This is an optimization exercise on Yosys and OpenROAD, whose aim is small area, a short achievable clock period and few clock cycles per item, not a production implementation.
At most, simulation tests tie the RTL to the original design; equivalence was not proved.
No activity file was given, so power comes from the tool's default toggle rates.

==> inputs of v35 <==
==> flow/design.v <==
`timescale 1ns / 1ps
package scit_pkg;
	localparam int NUM_SECTORS = 256;
	localparam int IDX_W       = $clog2(NUM_SECTORS);
	localparam int CNT_W       = IDX_W;
	localparam int CMD_W    = 2;
	localparam int SECTOR_W = 8;
	localparam int ID_W     = 32;
	typedef logic [CMD_W-1:0] cmd_code_t;
	localparam cmd_code_t CMD_SET   = 2'd0;
	localparam cmd_code_t CMD_QUERY = 2'd1;
	localparam cmd_code_t CMD_INIT  = 2'd2;
endpackage
`timescale 1ns / 1ps
module scit_ctrl
(
	input  logic clk,
	input  logic arst_n,
	input  logic in_valid,
	output logic in_stall,
	output logic out_valid,
	input  logic out_stall,
	output logic load
);
	logic out_valid_q;
	assign in_stall  = out_valid_q && out_stall;
	assign load      = !in_stall;
	assign out_valid = out_valid_q;
	always_ff @(posedge clk or negedge arst_n) begin
		if (!arst_n)
			out_valid_q <= 1'b0;
		else
			out_valid_q <= in_valid || in_stall;
	end
endmodule
`timescale 1ns / 1ps
module scit_dp
(
	input  logic                          clk,
	input  logic                          arst_n,
	input  logic                          accept,
	input  logic                          load,
	input  logic                          cfg_we,
	input  logic [scit_pkg::ID_W-1:0]     cfg_wdata,
	input  logic [scit_pkg::CMD_W-1:0]    command,
	input  logic [scit_pkg::SECTOR_W-1:0] sector,
	input  logic [scit_pkg::ID_W-1:0]     change_id,
	output logic [scit_pkg::ID_W-1:0]     sector_id,
	output logic                          cleared,
	output logic                          all_done,
	output logic                          bad_sector
);
	localparam int NS = scit_pkg::NUM_SECTORS;
	logic [scit_pkg::ID_W-1:0]  min_id_q;
	logic [scit_pkg::ID_W-1:0]  cur_id_q;
	logic                       pend_v_q;
	logic [NS-1:0]              raw_q;
	logic [scit_pkg::CNT_W-1:0] cnt_q;
	logic                       hit_q;
	logic                       last_q;
	logic                       upd_set_q;
	logic                       upd_clr_q;
	logic [scit_pkg::SECTOR_W-1:0] upd_sec_q;
	logic                       rd_raw;
	logic                       rd_fwd;
	logic qflag_q;
	logic cleared_q;
	logic all_done_q;
	logic is_set, is_query, is_init;
	logic newer, same, init_ok;
	logic pend_s;
	logic set_all, clr_en, hit;
	logic [15:0] dec_hi, dec_lo;
	assign last_q = hit_q ? (cnt_q == scit_pkg::CNT_W'(2)) : (cnt_q == scit_pkg::CNT_W'(1));
	assign is_set   = (command == scit_pkg::CMD_SET);
	assign is_query = (command == scit_pkg::CMD_QUERY);
	assign is_init  = (command == scit_pkg::CMD_INIT);
	assign newer   = (change_id > cur_id_q);
	assign same    = (change_id == cur_id_q);
	assign init_ok = (cur_id_q <= min_id_q);
	assign rd_raw  = raw_q[sector];
	assign rd_fwd  = (upd_set_q || rd_raw) && !(upd_clr_q && (sector == upd_sec_q));
	assign pend_s  = pend_v_q && rd_fwd;
	assign set_all = accept && is_set && newer;
	assign clr_en  = accept && is_set && (newer || same);
	assign hit     = is_set && same && pend_s;
	always_comb begin
		dec_hi = '0;
		dec_lo = '0;
		dec_hi[upd_sec_q[7:4]] = upd_clr_q;
		dec_lo[upd_sec_q[3:0]] = 1'b1;
	end
	always_ff @(posedge clk) begin
		for (int i = 0; i < NS; i++)
			raw_q[i] <= (upd_set_q || raw_q[i]) && !(dec_hi[i/16] && dec_lo[i%16]);
		upd_set_q <= set_all;
		upd_clr_q <= clr_en;
		upd_sec_q <= sector;
		if (set_all)
			cnt_q <= '1;
		else
			cnt_q <= cnt_q - scit_pkg::CNT_W'(hit_q);
		hit_q <= accept && hit;
		if (load) begin
			qflag_q    <= is_query && !pend_s;
			cleared_q  <= is_set && (newer || (same && pend_s));
			all_done_q <= hit && last_q;
		end
	end
	always_ff @(posedge clk or negedge arst_n) begin
		if (!arst_n) begin
			min_id_q <= '0;
			cur_id_q <= '0;
			pend_v_q <= 1'b0;
		end else begin
			if (cfg_we)
				min_id_q <= cfg_wdata;
			if (set_all) begin
				cur_id_q <= change_id;
				pend_v_q <= 1'b1;
			end else if (accept && is_init && init_ok) begin
				cur_id_q <= min_id_q;
				pend_v_q <= 1'b0;
			end
		end
	end
	assign sector_id  = qflag_q ? cur_id_q : '0;
	assign cleared    = cleared_q;
	assign all_done   = all_done_q;
	assign bad_sector = 1'b0;
endmodule
`timescale 1ns / 1ps
module sector_change_id_tracker
(
	input  logic                          clk,
	input  logic                          arst_n,
	input  logic                          cfg_we,
	input  logic [scit_pkg::ID_W-1:0]     cfg_wdata,
	input  logic                          in_valid,
	output logic                          in_stall,
	input  logic [scit_pkg::CMD_W-1:0]    command,
	input  logic [scit_pkg::SECTOR_W-1:0] sector,
	input  logic [scit_pkg::ID_W-1:0]     change_id,
	output logic                          out_valid,
	input  logic                          out_stall,
	output logic [scit_pkg::ID_W-1:0]     sector_id,
	output logic                          cleared,
	output logic                          all_done,
	output logic                          bad_sector
);
	logic load;
	scit_ctrl u_ctrl (
		.clk       (clk),
		.arst_n    (arst_n),
		.in_valid  (in_valid),
		.in_stall  (in_stall),
		.out_valid (out_valid),
		.out_stall (out_stall),
		.load      (load)
	);
	scit_dp u_dp (
		.clk        (clk),
		.arst_n     (arst_n),
		.accept     (in_valid && load),
		.load       (load),
		.cfg_we     (cfg_we),
		.cfg_wdata  (cfg_wdata),
		.command    (command),
		.sector     (sector),
		.change_id  (change_id),
		.sector_id  (sector_id),
		.cleared    (cleared),
		.all_done   (all_done),
		.bad_sector (bad_sector)
	);
endmodule
==> flow/flow/run.sh <==
#!/bin/bash
# The standard layout (the standard.sh, standard synthesis unchanged), with
# the port buffers made from buf_2 cells instead of the delay buffers that
# buffer_ports picks by default. The full make output goes to standard.log.
set -euo pipefail
bash standard.sh "BUFFER_PORTS_ARGS=-buffer_cell sky130_fd_sc_hd__buf_2" finish > standard.log 2>&1
==> flow/standard.sh <==
#!/bin/bash
# synth_recipe.tcl (not shown) runs the flow's synth.tcl, then flattens the netlist and writes it again
# the make line also repeats each setting of config.mk as NAME=value (left out here)
make -C /OpenROAD-flow-scripts/flow DESIGN_CONFIG=/design/flow/config.mk WORK_HOME=/design/flow/orfs CLKGATE_MAP_FILE= SYNTH_SCRIPT=/design/flow/synth_recipe.tcl "${@:-finish}"
==> flow/config.mk <==
export PLATFORM = sky130hd
export DESIGN_NAME = sector_change_id_tracker
export DESIGN_NICKNAME = sector_change_id_tracker
export VERILOG_FILES = /design/flow/design.v
export SDC_FILE = /design/flow/constraint.sdc
export NUM_CORES = 4
export LEC_CHECK = 0
export CAP_MARGIN = 20
export CORE_MARGIN = 2
export CORE_UTILIZATION = 55
export SETUP_SLACK_MARGIN = 1.8
export SLEW_MARGIN = 20
export TNS_END_PERCENT = 0
==> flow/constraint.sdc <==
create_clock -name core_clock -period 4.0 [get_ports {clk}]
set_input_delay 0.8000 -clock core_clock [delete_from_list [all_inputs] [get_ports {clk}]]
set_output_delay 0.8000 -clock core_clock [all_outputs]
set_load 0.01 [all_outputs]
==> inputs of v6, as changes to v35 <==
==> flow/design.v, changed modules only <==
module scit_dp
(
	input  logic                          clk,
	input  logic                          arst_n,
	input  logic                          accept,
	input  logic                          load,
	input  logic                          cfg_we,
	input  logic [scit_pkg::ID_W-1:0]     cfg_wdata,
	input  logic [scit_pkg::CMD_W-1:0]    command,
	input  logic [scit_pkg::SECTOR_W-1:0] sector,
	input  logic [scit_pkg::ID_W-1:0]     change_id,
	output logic [scit_pkg::ID_W-1:0]     sector_id,
	output logic                          cleared,
	output logic                          all_done,
	output logic                          bad_sector
);
	localparam int NS = scit_pkg::NUM_SECTORS;
	logic [scit_pkg::ID_W-1:0]  min_id_q;
	logic [scit_pkg::ID_W-1:0]  cur_id_q;
	logic                       pend_v_q;
	logic [NS-1:0]              raw_q;
	logic [scit_pkg::CNT_W-1:0] cnt_q;
	logic qflag_q;
	logic cleared_q;
	logic all_done_q;
	logic is_set, is_query, is_init;
	logic newer, same, init_ok;
	logic pend_s;
	logic set_all, clr_en, hit;
	logic [15:0] dec_hi, dec_lo;
	assign is_set   = (command == scit_pkg::CMD_SET);
	assign is_query = (command == scit_pkg::CMD_QUERY);
	assign is_init  = (command == scit_pkg::CMD_INIT);
	assign newer   = (change_id > cur_id_q);
	assign same    = (change_id == cur_id_q);
	assign init_ok = (cur_id_q <= min_id_q);
	assign pend_s  = pend_v_q && raw_q[sector];
	assign set_all = accept && is_set && newer;
	assign clr_en  = accept && is_set && (newer || same);
	assign hit     = is_set && same && pend_s;
	always_comb begin
		dec_hi = '0;
		dec_lo = '0;
		dec_hi[sector[7:4]] = clr_en;
		dec_lo[sector[3:0]] = 1'b1;
	end
	always_ff @(posedge clk) begin
		for (int i = 0; i < NS; i++)
			raw_q[i] <= (set_all || raw_q[i]) && !(dec_hi[i/16] && dec_lo[i%16]);
		if (set_all)
			cnt_q <= '1;
		else if (accept && hit)
			cnt_q <= cnt_q - 1'b1;
		if (load) begin
			qflag_q    <= is_query && !pend_s;
			cleared_q  <= is_set && (newer || (same && pend_s));
			all_done_q <= hit && (cnt_q == scit_pkg::CNT_W'(1));
		end
	end
	always_ff @(posedge clk or negedge arst_n) begin
		if (!arst_n) begin
			min_id_q <= '0;
			cur_id_q <= '0;
			pend_v_q <= 1'b0;
		end else begin
			if (cfg_we)
				min_id_q <= cfg_wdata;
			if (set_all) begin
				cur_id_q <= change_id;
				pend_v_q <= 1'b1;
			end else if (accept && is_init && init_ok) begin
				cur_id_q <= min_id_q;
				pend_v_q <= 1'b0;
			end
		end
	end
	assign sector_id  = qflag_q ? cur_id_q : '0;
	assign cleared    = cleared_q;
	assign all_done   = all_done_q;
	assign bad_sector = 1'b0;
endmodule
==> flow/run.sh (new file) <==
#!/bin/bash
# synth_recipe.tcl (not shown) runs the flow's synth.tcl, then flattens the netlist and writes it again
# the make line also repeats each setting of config.mk as NAME=value (left out here)
make -C /OpenROAD-flow-scripts/flow DESIGN_CONFIG=/design/flow/config.mk WORK_HOME=/design/flow/orfs CLKGATE_MAP_FILE= SYNTH_SCRIPT=/design/flow/synth_recipe.tcl finish
--- a/flow/config.mk
+++ b/flow/config.mk
@@ -8,6 +8,6 @@
 export CAP_MARGIN = 20
 export CORE_MARGIN = 2
 export CORE_UTILIZATION = 55
-export SETUP_SLACK_MARGIN = 1.8
+export SETUP_SLACK_MARGIN = 1.5
 export SLEW_MARGIN = 20
 export TNS_END_PERCENT = 0
removed: flow/flow/run.sh
removed: flow/standard.sh
==> summary of the runs <==
In v6 the core utilization is higher than in v35, by 11 points. In v6 the power is larger than in v35, by 6.3%. Of v6 and v35, v6 has the higher global-route usage (gap 6.1 points). In clock-buffer cell count, v6 and v35 do not differ. Between v6 and v35, the lower via count is in v35 (gap about 13%, measured against v35). Against v35, the fmax of v6 is smaller by about 9%. Between v35 and v6, the lower final cell count is in v35 (gap about 6.4%, measured against v6).
==> figures <==
Nonclk buf count: v35 150; v6 259
Worst Hold Class: v35 in2async; v6 reg2reg
Part of the power in combinational logic: v35 30.5%; v6 34.3%
Crit path depth: v35 11; v6 10
Routed wire length: v35 40910 µm; v6 50380 µm
Slowest stage cell on the critical path: v35 or4_4; v6 a311o_2
Post-Synth Simple-Gate Area: v35 7.965%; v6 7.984%
Number of well taps: v35 384; v6 378
Sequential standard cell area: v35 0.007251 mm²; v6 0.007027 mm²
Weighted congestion reported at the end of routability-driven placement: v35 0.8952; v6 0.8756
Compound-cell area share of the yosys netlist: v35 19.47%; v6 22.28%
Floorplan row count: v35 62; v6 61
Seq cells post-synth: v35 344; v6 333
Outcome: v35 no timing/DRC/antenna violations; v6 no timing/DRC/antenna violations
Fmax: v35 369.3 MHz; v6 334.5 MHz
Testbench counts of v6, summed over its fixed seeds: cycles 32,776, items 32,768.
Function not checked in v35: the RTL went through the layout flow alone.

afterwards: timing with drivers on the ports:
Ports are ideal in the flow. The routed layouts listed here were re-timed in OpenROAD. Step 1 sets driving cells, clkbuf_16 on the clock port and buf_2 on the other inputs (assumed; they add their load-dependent delay and slew). Step 2 moves the port delays by t, midway between the first and last clock arrival at a register: inputs arrive t later, outputs are due t later. That takes back most of the time a late clock gives input paths. Slacks: ideal ports / drivers / drivers and shift; pairs: ideal ports / drivers.
run | shift t [ns] | setup WS [ns] | worst setup path at the end | latest minus earliest clock arrival (ns)
v35 | 0.578 | 1.292 / 1.286 / 0.708 | input to register | 0.024 / 0.024
v6 | 0.575 | 1.010 / 1.021 / 0.456 | input to register | 0.024 / 0.025
After both steps every run listed still meets setup and hold. For v35, which loses most, drivers alone change the setup slack by -0.006 ns; drivers and shift together by -0.584 ns.
